This is an optimization exercise on Yosys and OpenROAD, whose aim is a short achievable clock period and few clock cycles, not a production implementation.
Function was checked by simulation only, so behaviour that the tests miss may differ from the original.
No activity file was given, so power comes from the tool's default toggle rates.

==> inputs of run a <==
Design core, start of the top module:
module core (
        input  logic                clk,
        input  logic                arst_n,
        output logic                mem_req,
        output logic                mem_we,
        output logic [31:0]         mem_addr,
        output logic [31:0]         mem_wdata,
        output logic [2:0]          mem_size,
        input  logic                mem_ack,
        input  logic [31:0]         mem_rdata,
        output logic                halted
);
        localparam int CI  = 5;             
        localparam int NC  = 1 << CI;       
        localparam int TW  = 30 - CI;       
        localparam int PFW = 24;            
        localparam int DI  = 4;             
        localparam int ND  = 1 << DI;       
        localparam int DW  = 30 - DI;       
        localparam logic [1:0] B_IDLE = 2'd0, B_REQ = 2'd1, B_REL = 2'd2;
        localparam logic [1:0] K_FETCH = 2'd0, K_LOAD = 2'd1, K_STORE = 2'd2;
        logic [1:0]  bst, bkind;
        logic        req_q, we_q;
        logic [31:0] addr_q, wdata_q;
        logic [2:0]  size_q;
        logic [31:0] fpc, pf_addr, fpc_n, pf_n;
        logic [NC-1:0] f_oh, p_oh;          
        logic [31:0] addr_i;                
        logic        d_valid, x_valid, x_ldw, inv_pend, halt_q;
        logic        x_ph, dh_q;           
        logic [31:0] dw_q;                  
        logic [31:0]   c_data [NC];
        logic [TW-1:0] c_tag  [NC];
        logic [NC-1:0] c_val;
        logic [31:0]   dc_data [ND];
        logic [DW-1:0] dc_tag  [ND];
        logic [3:0]    dc_bv   [ND];
        assign mem_req   = req_q;
        assign mem_we    = we_q;
        assign mem_addr  = addr_q;
        assign mem_wdata = wdata_q;
        assign mem_size  = size_q;
        assign halted    = halt_q;
        typedef struct packed {
                logic        lui, auipc, jal, jalr, br, ld, st, op, halt;
        logic        use1, use2;   
                logic        wr;           
                logic        useb;         
                logic        inv;          
  ...
export LEC_CHECK = 0
export CAP_MARGIN = 40
export CELL_PAD_IN_SITES_DETAIL_PLACEMENT = 1
export CELL_PAD_IN_SITES_GLOBAL_PLACEMENT = 2
export CORE_MARGIN = 2
export CORE_UTILIZATION = 30
export PLACE_DENSITY = 0.45
export SLEW_MARGIN = 40
create_clock -name core_clock -period 14.0 [get_ports {clk}]
standard.sh (not shown) runs the stock make flow with config.mk's settings and CLKGATE_MAP_FILE= SYNTH_SCRIPT=/design/flow/synth_recipe.tcl, a recipe that flattens the netlist after the stock synthesis.
==> flow/flow/run.sh <==
#!/bin/bash
# The standard layout (the standard.sh, unchanged steps and synthesis), with timing repair
# asked to leave setup slack beyond the clock period, so it keeps improving the critical paths,
# without gate cloning (clones left weak drivers with slew violations), and port buffers of
# drive 4 in place of the smallest buffer.
# make's full output goes to flow_make.log here; each ORFS step keeps its own log under orfs/logs.
set -uo pipefail
bash standard.sh SETUP_SLACK_MARGIN=9.5 TNS_END_PERCENT=20 SKIP_GATE_CLONING=1 \
        "BUFFER_PORTS_ARGS=-buffer_cell sky130_fd_sc_hd__buf_4" finish > flow_make.log 2>&1
==> inputs of run b, as changes to run a <==
==> flow/flow/run.sh (replaced) <==
#!/bin/bash
# The standard layout (the standard.sh, unchanged steps and synthesis), with timing repair
# asked to leave setup slack beyond the clock period, so it keeps improving the critical paths,
# and port buffers of drive 4 in place of the smallest buffer.
# make's full output goes to flow_make.log here; each ORFS step keeps its own log under orfs/logs.
set -uo pipefail
bash standard.sh SETUP_SLACK_MARGIN=9.5 TNS_END_PERCENT=20 \
        "BUFFER_PORTS_ARGS=-buffer_cell sky130_fd_sc_hd__buf_4" finish > flow_make.log 2>&1
==> inputs of run c, as changes to run a <==
==> flow/run.sh (new file) <==
#!/bin/bash
# synth_recipe.tcl (not shown) runs the flow's synth.tcl, then flattens the netlist and writes it again
# the make line also repeats each setting of config.mk as NAME=value (left out here)
make -C /OpenROAD-flow-scripts/flow DESIGN_CONFIG=/design/flow/config.mk WORK_HOME=/design/flow/orfs CLKGATE_MAP_FILE= SYNTH_SCRIPT=/design/flow/synth_recipe.tcl finish
- SETUP_SLACK_MARGIN: not set -> 5
removed: flow/flow/run.sh
removed: flow/standard.sh
==> run summary <==
Total Routing Usage GR 0.345; maximum vdd drop 234 uV; total power 42.3 mW; max_cap viols 1; Slew Limit Fails 4; combinational power share 0.251; status failed layout checks; clock latency on the worst-skew pair 1180 ps; register area 133000 um2; Post-CTS Setup Bufs 505; met2 GRT Util 0.527; FF-to-FF Start dd[106]; Failing Checks capacitance limit, slew limit
[end of results for run b]
==> run summary <==
status timing/DRC/antenna clean; Horiz. Die Dim 835 um; total power 42.5 mW; Total Routing Usage GR 0.346; Slew Limit Fails 0; FF-to-FF Start dd[104]; max_cap viols 0; combinational power share 0.254; clock latency on the worst-skew pair 1180 ps; Post-CTS Setup Bufs 672; maximum vdd drop 332 uV; WHS 406 ps
[end of results for run a]
==> run summary <==
met2 GRT Util 0.503; register area 133000 um2; combinational power share 0.201; status timing/DRC/antenna clean; Post-CTS Setup Bufs 0; clock latency on the worst-skew pair 1130 ps; maximum vdd drop 182 uV; Clock transition at path regs 60 ps; Slew Limit Fails 0; max_cap viols 0; total power 39.3 mW
[end of results for run c]
Testbench counts of run a, summed over its fixed seeds: cycles 61,421.
Testbench counts of run b, summed over its fixed seeds: cycles 61,421.
Testbench counts of run c, summed over its fixed seeds: cycles 61,421.

[port drivers added, routing unchanged]
No port has a modelled driver above. Below, the same layouts with a new extraction and two added sets of constraints. Step 1, drivers: a clkbuf_16 drives clk and a buf_2 each remaining input, both assumed. Step 2 adds t to the input delays and takes it off the output delays; t is the mean of the earliest and latest rising clock arrival at the registers after step 1. Input paths then give back, and output paths get back, about the clock's delay inside the block. Three values: ideal ports, drivers, drivers and shift; two values: the first two.
| run | t (ns) | slack for setup (ns) | hold WS [ns] | worst setup path after step 2 | cell pins on the clock port's net |
|---|---|---|---|---|---|
| run a | 1.244 | 8.553 / 8.553 / 7.431 | 0.406 / 0.406 / 0.406 | input to register | 1 |
| run b | 1.249 | 8.563 / 8.563 / 7.473 | 0.405 / 0.405 / 0.405 | input to register | 1 |
| run c | 1.215 | 6.398 / 6.398 / 5.524 | 0.414 / 0.414 / 0.414 | input to register | 1 |
For run a, which loses most, drivers alone change the setup slack by 0.000 ns; drivers and shift together by -1.122 ns.
